Source: an optimization exercise on an open RTL-to-GDS flow (aim: small area, a short achievable clock period and few clock cycles). Production flows keep margins and buffers that such runs may drop. RTL that was checked went through simulation tests only; none was proved equivalent to the original. Power and IR drop assume default switching activity.

==> delta <==
==> flow/design.v <==
package atdw_pkg;
    localparam logic [7:0] CH_LF     = 8'h0A;
    localparam logic [7:0] CH_ESC    = 8'h1B;
    localparam logic [7:0] CH_LBRACK = 8'h5B;
    localparam logic [7:0] CH_SEMI   = 8'h3B;
    localparam logic [7:0] CH_ZERO   = 8'h30;
    localparam logic [7:0] CH_NINE   = 8'h39;
    localparam logic [7:0] CH_M      = 8'h6D;
    localparam logic [1:0] PH_IDLE  = 2'd0;
    localparam logic [1:0] PH_ESC   = 2'd1;
    localparam logic [1:0] PH_PARAM = 2'd2;
    function automatic logic [15:0] sat_inc(input logic [15:0] a);
        sat_inc = (&a) ? a : (a + 16'd1);
    endfunction
endpackage
module atdw_step (
    input  logic [7:0] text_byte,
    output logic       is_lf,
    output logic       is_esc,
    output logic       is_lbrack,
    output logic       is_m,
    output logic       is_param
);
    assign is_lf     = (text_byte == atdw_pkg::CH_LF);
    assign is_esc    = (text_byte == atdw_pkg::CH_ESC);
    assign is_lbrack = (text_byte == atdw_pkg::CH_LBRACK);
    assign is_m      = (text_byte == atdw_pkg::CH_M);
    assign is_param  = ((text_byte >= atdw_pkg::CH_ZERO) && (text_byte <= atdw_pkg::CH_NINE)) ||
                       (text_byte == atdw_pkg::CH_SEMI);
endmodule
module ansi_text_display_width_meter (
    input  logic        clk,
    input  logic        rst_n,
    input  logic        in_valid,
    output logic        in_stall,
    input  logic [7:0]  text_byte,
    input  logic        is_last,
    output logic        out_valid,
    input  logic        out_stall,
    output logic [15:0] total_bytes,
    output logic [15:0] total_display,
    output logic [15:0] line_count,
    output logic [15:0] max_line_bytes,
    output logic [15:0] max_line_display
);
    logic        out_valid_reg;
    logic        dirty;          
    logic [1:0]  phase;
    logic        line_empty;     
    logic [15:0] bt;             
    logic [15:0] dt;             
    logic [15:0] dt_save;        
    logic [15:0] lc;             
    logic [15:0] wb;             
    logic [15:0] gb;             
    logic [15:0] wd;             
    logic [15:0] gd;             
    logic [15:0] wd_save;        
    logic [15:0] gd_save;        
    logic in_lf, in_esc, in_lbrack, in_m, in_param;
    logic b_valid, b_last, is_lf, is_esc, is_lbrack, is_m, is_param;
    logic take, clr, close, stay, gb_zero, gd_zero;
    logic inc_bt, inc_dt, inc_lc, inc_wb, dec_gb, inc_wd, dec_gd;
    atdw_step u_cls (
        .text_byte (text_byte),
        .is_lf     (in_lf),
        .is_esc    (in_esc),
        .is_lbrack (in_lbrack),
        .is_m      (in_m),
        .is_param  (in_param)
    );
    assign in_stall = out_valid_reg;
    always_ff @(posedge clk or negedge rst_n)
    begin
        if (!rst_n)
            b_valid <= 1'b0;
        else if (!out_valid_reg)
            b_valid <= in_valid;
    end
    always_ff @(posedge clk)
    begin
        if (!out_valid_reg)
        begin
            b_last    <= is_last;
            is_lf     <= in_lf;
            is_esc    <= in_esc;
            is_lbrack <= in_lbrack;
            is_m      <= in_m;
            is_param  <= in_param;
        end
    end
    assign take = b_valid && !out_valid_reg;
    assign clr  = (out_valid_reg && !out_stall) || dirty;
    always_ff @(posedge clk or negedge rst_n)
    begin
        if (!rst_n)
        begin
            out_valid_reg <= 1'b0;
            dirty         <= 1'b1;
        end
        else
        begin
            out_valid_reg <= (take && b_last) || (out_valid_reg && out_stall);
            dirty         <= 1'b0;
        end
    end
    assign close   = (phase == atdw_pkg::PH_PARAM) && is_m;
    assign stay    = ((phase == atdw_pkg::PH_ESC) && is_lbrack) || ((phase == atdw_pkg::PH_PARAM) && is_param);
    assign gb_zero = (gb == 16'd0);
    assign gd_zero = (gd == 16'd0);
    assign inc_bt = take && !(&bt);
    assign inc_dt = take && !(&dt);
    assign inc_lc = take && !is_lf && line_empty && !(&lc);
    assign inc_wb = take && !is_lf && gb_zero && !(&wb);
    assign dec_gb = take && !is_lf && !gb_zero;
    assign inc_wd = take && !is_lf && gd_zero && !(&wd);
    assign dec_gd = take && !is_lf && !gd_zero;
    always_ff @(posedge clk)
    begin
        if (clr)
        begin
            phase      <= atdw_pkg::PH_IDLE;
            line_empty <= 1'b1;
        end
        else if (take)
        begin
            phase      <= is_esc ? atdw_pkg::PH_ESC : (stay ? atdw_pkg::PH_PARAM : atdw_pkg::PH_IDLE);
            line_empty <= is_lf;
        end
    end
    always_ff @(posedge clk)
    begin
        if (take && is_esc)
        begin
            dt_save <= dt;
            wd_save <= wd;
            gd_save <= gd;
        end
    end
    always_ff @(posedge clk)
    begin
        bt <= clr ? 16'd0 : bt + {15'd0, inc_bt};
        dt <= clr ? 16'd0 : (take && close) ? dt_save : dt + {15'd0, inc_dt};
        lc <= clr ? 16'd0 : lc + {15'd0, inc_lc};
        wb <= clr ? 16'd0 : wb + {15'd0, inc_wb};
        gb <= clr ? 16'd0 : (take && is_lf) ? wb : gb - {15'd0, dec_gb};
        wd <= clr ? 16'd0 : (take && close) ? wd_save : wd + {15'd0, inc_wd};
        gd <= clr ? 16'd0 : (take && close) ? gd_save : (take && is_lf) ? wd : gd - {15'd0, dec_gd};
    end
    assign out_valid        = out_valid_reg;
    assign total_bytes      = bt;
    assign total_display    = dt;
    assign line_count       = lc;
    assign max_line_bytes   = wb;
    assign max_line_display = wd;
endmodule
==> flow/flow/run.sh <==
#!/bin/bash
set -o pipefail
bash standard.sh 'BUFFER_PORTS_ARGS=-buffer_cell sky130_fd_sc_hd__buf_1' 'SETUP_SLACK_MARGIN=6.2' 'CTS_ARGS=-sink_clustering_enable -repair_clock_nets -buf_list sky130_fd_sc_hd__clkbuf_8 -root_buf sky130_fd_sc_hd__clkbuf_16 -sink_clustering_size 30 -dont_use_dummy_load' finish > standard.log 2>&1
==> flow/standard.sh <==
#!/bin/bash
# synth_recipe.tcl (not shown) runs the flow's synth.tcl, then flattens the netlist and writes it again
# the make line also repeats each setting of config.mk as NAME=value (left out here)
make -C /OpenROAD-flow-scripts/flow DESIGN_CONFIG=/design/flow/config.mk WORK_HOME=/design/flow/orfs CLKGATE_MAP_FILE= SYNTH_SCRIPT=/design/flow/synth_recipe.tcl "${@:-finish}"
==> flow/config.mk <==
export PLATFORM = sky130hd
export DESIGN_NAME = ansi_text_display_width_meter
export DESIGN_NICKNAME = ansi_text_display_width_meter
export VERILOG_FILES = /design/flow/design.v
export SDC_FILE = /design/flow/constraint.sdc
export NUM_CORES = 4
export LEC_CHECK = 0
export CAP_MARGIN = 20
export CORE_MARGIN = 2
export CORE_UTILIZATION = 40
export SLEW_MARGIN = 20
==> flow/constraint.sdc <==
create_clock -name core_clock -period 9.0 [get_ports {clk}]
set_input_delay 1.8000 -clock core_clock [delete_from_list [all_inputs] [get_ports {clk}]]
set_output_delay 1.8000 -clock core_clock [all_outputs]
set_load 0.01 [all_outputs]
==> yarrow (differences from delta) <==
==> flow/design.v, changed modules only <==
module ansi_text_display_width_meter (
    input  logic        clk,
    input  logic        rst_n,
    input  logic        in_valid,
    output logic        in_stall,
    input  logic [7:0]  text_byte,
    input  logic        is_last,
    output logic        out_valid,
    input  logic        out_stall,
    output logic [15:0] total_bytes,
    output logic [15:0] total_display,
    output logic [15:0] line_count,
    output logic [15:0] max_line_bytes,
    output logic [15:0] max_line_display
);
    logic        out_valid_reg;
    logic        fresh;          
    logic [1:0]  phase;
    logic        line_empty;     
    logic [15:0] bt;             
    logic [15:0] dt;             
    logic [15:0] dt_save;        
    logic [15:0] lc;             
    logic [15:0] wb;             
    logic [15:0] gb;             
    logic [15:0] wd;             
    logic [15:0] gd;             
    logic [15:0] wd_save;        
    logic [15:0] gd_save;        
    logic in_lf, in_esc, in_lbrack, in_m, in_param;
    logic b_valid, b_last, is_lf, is_esc, is_lbrack, is_m, is_param;
    logic accept, close, stay;
    logic gb_zero, gd_zero;
    atdw_step u_cls (
        .text_byte (text_byte),
        .is_lf     (in_lf),
        .is_esc    (in_esc),
        .is_lbrack (in_lbrack),
        .is_m      (in_m),
        .is_param  (in_param)
    );
    assign in_stall = out_valid_reg;
    assign accept   = b_valid && !(out_valid_reg && out_stall);
    always_ff @(posedge clk or negedge rst_n)
    begin
        if (!rst_n)
            b_valid <= 1'b0;
        else if (!out_valid_reg)
            b_valid <= in_valid;
        else if (!out_stall)
            b_valid <= 1'b0;
    end
    always_ff @(posedge clk)
    begin
        if (!out_valid_reg)
        begin
            b_last    <= is_last;
            is_lf     <= in_lf;
            is_esc    <= in_esc;
            is_lbrack <= in_lbrack;
            is_m      <= in_m;
            is_param  <= in_param;
        end
    end
    assign close   = (phase == atdw_pkg::PH_PARAM) && is_m;
    assign stay    = ((phase == atdw_pkg::PH_ESC) && is_lbrack) || ((phase == atdw_pkg::PH_PARAM) && is_param);
    assign gb_zero = (gb == 16'd0);
    assign gd_zero = (gd == 16'd0);
    always_ff @(posedge clk or negedge rst_n)
    begin
        if (!rst_n)
        begin
            out_valid_reg <= 1'b0;
            fresh         <= 1'b1;
        end
        else if (accept)
        begin
            out_valid_reg <= b_last;
            fresh         <= b_last;
        end
        else if (!out_stall)
        begin
            out_valid_reg <= 1'b0;
        end
    end
    always_ff @(posedge clk)
    begin
        if (accept)
        begin
            if (is_esc)
            begin
                dt_save <= fresh ? 16'd0 : dt;
                wd_save <= fresh ? 16'd0 : wd;
                gd_save <= fresh ? 16'd0 : gd;
            end
            if (fresh)
            begin
                phase      <= is_esc ? atdw_pkg::PH_ESC : atdw_pkg::PH_IDLE;
                line_empty <= is_lf;
                bt         <= 16'd1;
                dt         <= 16'd1;
                lc         <= {15'd0, !is_lf};
                wb         <= {15'd0, !is_lf};
                gb         <= 16'd0;
                wd         <= {15'd0, !is_lf};
                gd         <= 16'd0;
            end
            else
            begin
                phase      <= is_esc ? atdw_pkg::PH_ESC : (stay ? atdw_pkg::PH_PARAM : atdw_pkg::PH_IDLE);
                line_empty <= is_lf;
                bt         <= atdw_pkg::sat_inc(bt);
                dt         <= close ? dt_save : atdw_pkg::sat_inc(dt);
                if (!is_lf && line_empty)
                    lc <= atdw_pkg::sat_inc(lc);
                if (is_lf)
                    gb <= wb;
                else if (gb_zero)
                    wb <= atdw_pkg::sat_inc(wb);
                else
                    gb <= gb - 16'd1;
                if (close)
                begin
                    wd <= wd_save;
                    gd <= gd_save;
                end
                else if (is_lf)
                    gd <= wd;
                else if (gd_zero)
                    wd <= atdw_pkg::sat_inc(wd);
                else
                    gd <= gd - 16'd1;
            end
        end
    end
    assign out_valid        = out_valid_reg;
    assign total_bytes      = bt;
    assign total_display    = dt;
    assign line_count       = lc;
    assign max_line_bytes   = wb;
    assign max_line_display = wd;
endmodule
==> flow/run.sh (new file) <==
#!/bin/bash
# synth_recipe.tcl (not shown) runs the flow's synth.tcl, then flattens the netlist and writes it again
# the make line also repeats each setting of config.mk as NAME=value (left out here)
make -C /OpenROAD-flow-scripts/flow DESIGN_CONFIG=/design/flow/config.mk WORK_HOME=/design/flow/orfs CLKGATE_MAP_FILE= SYNTH_SCRIPT=/design/flow/synth_recipe.tcl finish
removed: flow/flow/run.sh
removed: flow/standard.sh
==> raven (differences from delta) <==
==> flow/design.v, changed modules only <==
module ansi_text_display_width_meter (
    input  logic        clk,
    input  logic        rst_n,
    input  logic        in_valid,
    output logic        in_stall,
    input  logic [7:0]  text_byte,
    input  logic        is_last,
    output logic        out_valid,
    input  logic        out_stall,
    output logic [15:0] total_bytes,
    output logic [15:0] total_display,
    output logic [15:0] line_count,
    output logic [15:0] max_line_bytes,
    output logic [15:0] max_line_display
);
    logic        out_valid_reg;
    logic        stall_reg;      
    logic        dirty;          
    logic [1:0]  phase;
    logic        line_empty;     
    logic [15:0] bt;             
    logic [15:0] dt;             
    logic [15:0] dt_save;        
    logic [15:0] lc;             
    logic [15:0] wb;             
    logic [15:0] gb;             
    logic [15:0] wd;             
    logic [15:0] gd;             
    logic [15:0] wd_save;        
    logic [15:0] gd_save;        
    logic in_lf, in_esc, in_lbrack, in_m, in_param;
    logic b_valid, b_last, is_lf, is_esc, is_lbrack, is_m, is_param;
    logic take, clr, close, stay, gb_zero, gd_zero;
    logic inc_bt, inc_dt, inc_lc, inc_wb, dec_gb, inc_wd, dec_gd;
    atdw_step u_cls (
        .text_byte (text_byte),
        .is_lf     (in_lf),
        .is_esc    (in_esc),
        .is_lbrack (in_lbrack),
        .is_m      (in_m),
        .is_param  (in_param)
    );
    assign in_stall = stall_reg;
    assign b_valid  = in_valid;
    assign b_last   = is_last;
    assign is_lf     = in_lf;
    assign is_esc    = in_esc;
    assign is_lbrack = in_lbrack;
    assign is_m      = in_m;
    assign is_param  = in_param;
    assign take  = b_valid && !stall_reg;
    assign dirty = stall_reg && !out_valid_reg;
    assign clr   = (out_valid_reg && !out_stall) || dirty;
    always_ff @(posedge clk or negedge rst_n)
    begin
        if (!rst_n)
            out_valid_reg <= 1'b0;
        else
            out_valid_reg <= (take && b_last) || (out_valid_reg && out_stall);
    end
    always_ff @(posedge clk or negedge rst_n)
    begin
        if (!rst_n)
            stall_reg <= 1'b1;
        else
            stall_reg <= (take && b_last) || (out_valid_reg && out_stall);
    end
    assign close   = (phase == atdw_pkg::PH_PARAM) && is_m;
    assign stay    = ((phase == atdw_pkg::PH_ESC) && is_lbrack) || ((phase == atdw_pkg::PH_PARAM) && is_param);
    assign gb_zero = (gb == 16'd0);
    assign gd_zero = (gd == 16'd0);
    assign inc_bt = take && !(&bt);
    assign inc_dt = take && !(&dt);
    assign inc_lc = take && !is_lf && line_empty && !(&lc);
    assign inc_wb = take && !is_lf && gb_zero && !(&wb);
    assign dec_gb = take && !is_lf && !gb_zero;
    assign inc_wd = take && !is_lf && gd_zero && !(&wd);
    assign dec_gd = take && !is_lf && !gd_zero;
    always_ff @(posedge clk)
    begin
        if (clr)
        begin
            phase      <= atdw_pkg::PH_IDLE;
            line_empty <= 1'b1;
        end
        else if (take)
        begin
            phase      <= is_esc ? atdw_pkg::PH_ESC : (stay ? atdw_pkg::PH_PARAM : atdw_pkg::PH_IDLE);
            line_empty <= is_lf;
        end
    end
    always_ff @(posedge clk)
    begin
        if (take && is_esc)
        begin
            dt_save <= dt;
            wd_save <= wd;
            gd_save <= gd;
        end
    end
    always_ff @(posedge clk)
    begin
        bt <= clr ? 16'd0 : bt + {15'd0, inc_bt};
        dt <= clr ? 16'd0 : (take && close) ? dt_save : dt + {15'd0, inc_dt};
        lc <= clr ? 16'd0 : lc + {15'd0, inc_lc};
        wb <= clr ? 16'd0 : wb + {15'd0, inc_wb};
        gb <= clr ? 16'd0 : (take && is_lf) ? wb : gb - {15'd0, dec_gb};
        wd <= clr ? 16'd0 : (take && close) ? wd_save : wd + {15'd0, inc_wd};
        gd <= clr ? 16'd0 : (take && close) ? gd_save : (take && is_lf) ? wd : gd - {15'd0, dec_gd};
    end
    assign out_valid        = out_valid_reg;
    assign total_bytes      = bt;
    assign total_display    = dt;
    assign line_count       = lc;
    assign max_line_bytes   = wb;
    assign max_line_display = wd;
endmodule
==> flow/flow/run.sh (replaced) <==
#!/bin/bash
set -o pipefail
bash standard.sh 'BUFFER_PORTS_ARGS=-buffer_cell sky130_fd_sc_hd__buf_1' 'SETUP_SLACK_MARGIN=6.0' 'CTS_ARGS=-sink_clustering_enable -repair_clock_nets -buf_list sky130_fd_sc_hd__clkbuf_8 -sink_clustering_size 30 -dont_use_dummy_load' finish > standard.log 2>&1
==> summary of the runs <==
Of yarrow and raven, yarrow has the higher sequential share of layout area (gap 9.0 points).
Of yarrow and raven, yarrow has the higher sequential cell count (gap 7).
Sequential power, highest first: yarrow, delta, raven.
Of delta and yarrow, delta has the higher register-to-register slack (gap 220 ps).
The highest first-iteration DRC count belongs to yarrow, the lowest to delta.
Non-clock buffer count: raven > delta > yarrow.
==> figures <==
metric	delta	raven	yarrow
First-pass GRT wire length	27.7 mm	32.6 mm	31.6 mm
# placed instances	1,072	1,051	1,166
Final core utilization	0.469	0.544	0.494
Netlist Area Pre-Place	7570 sq um	7440 sq um	8930 sq um
Vias per std cell	5.38	5.58	5.43
Proportion of cell area spent on the clock network	0.0281	0.0238	0.0603
Setup Slack @ Placement	5640 ps	4680 ps	5010 ps
Num tapcells	234	229	280
Total Power	2.19 mW	1.89 mW	3.03 mW
Overall die height	142 um	140 um	153 um
Routed via count	5,930	6,348	6,501
Share of cell area taken by muxes after synthesis	0.00281	0	0.00224
Result of the run	timing/DRC/antenna clean	timing/DRC/antenna clean	timing/DRC/antenna clean
Testbench counts of delta, summed over its fixed seeds: cycles 154,188.
Testbench counts of yarrow, summed over its fixed seeds: cycles 154,187.
The RTL of raven was laid out without a check of its function.

afterwards: timing with drivers on the ports:
In the flow no input, the clock included, has a driving cell. The finished layouts below were timed again as built, in two steps.
Step 1, drivers: a clkbuf_16 drives clk and a buf_2 each remaining input, both assumed.
Step 2 adds t to the input delays and takes it off the output delays; t is the mean of the earliest and latest rising clock arrival at the registers after step 1. Input paths then give back, and output paths get back, about the clock's delay inside the block.
Three values: ideal, step 1, step 2; two values: the first two.
| run | shift t [ns] | slack for setup (ns) | hold slack, ns | worst setup path after step 2 | worst slew at a driven data input, ns |
|---|---|---|---|---|---|
| delta | 0.413 | 6.216 / 6.171 / 5.966 | 0.475 / 0.475 / 0.475 | input to register | 0.03 |
| yarrow | 0.462 | 5.481 / 5.505 / 5.043 | 0.493 / 0.493 / 0.493 | input to register | 0.03 |
| raven | 0.489 | 5.532 / 5.545 / 5.056 | 0.471 / 0.471 / 0.471 | input to register | 0.05 |
After both steps every run listed still meets setup and hold. The setup slack of raven, which loses most, moves by +0.013 ns with the drivers and by -0.476 ns with both steps.
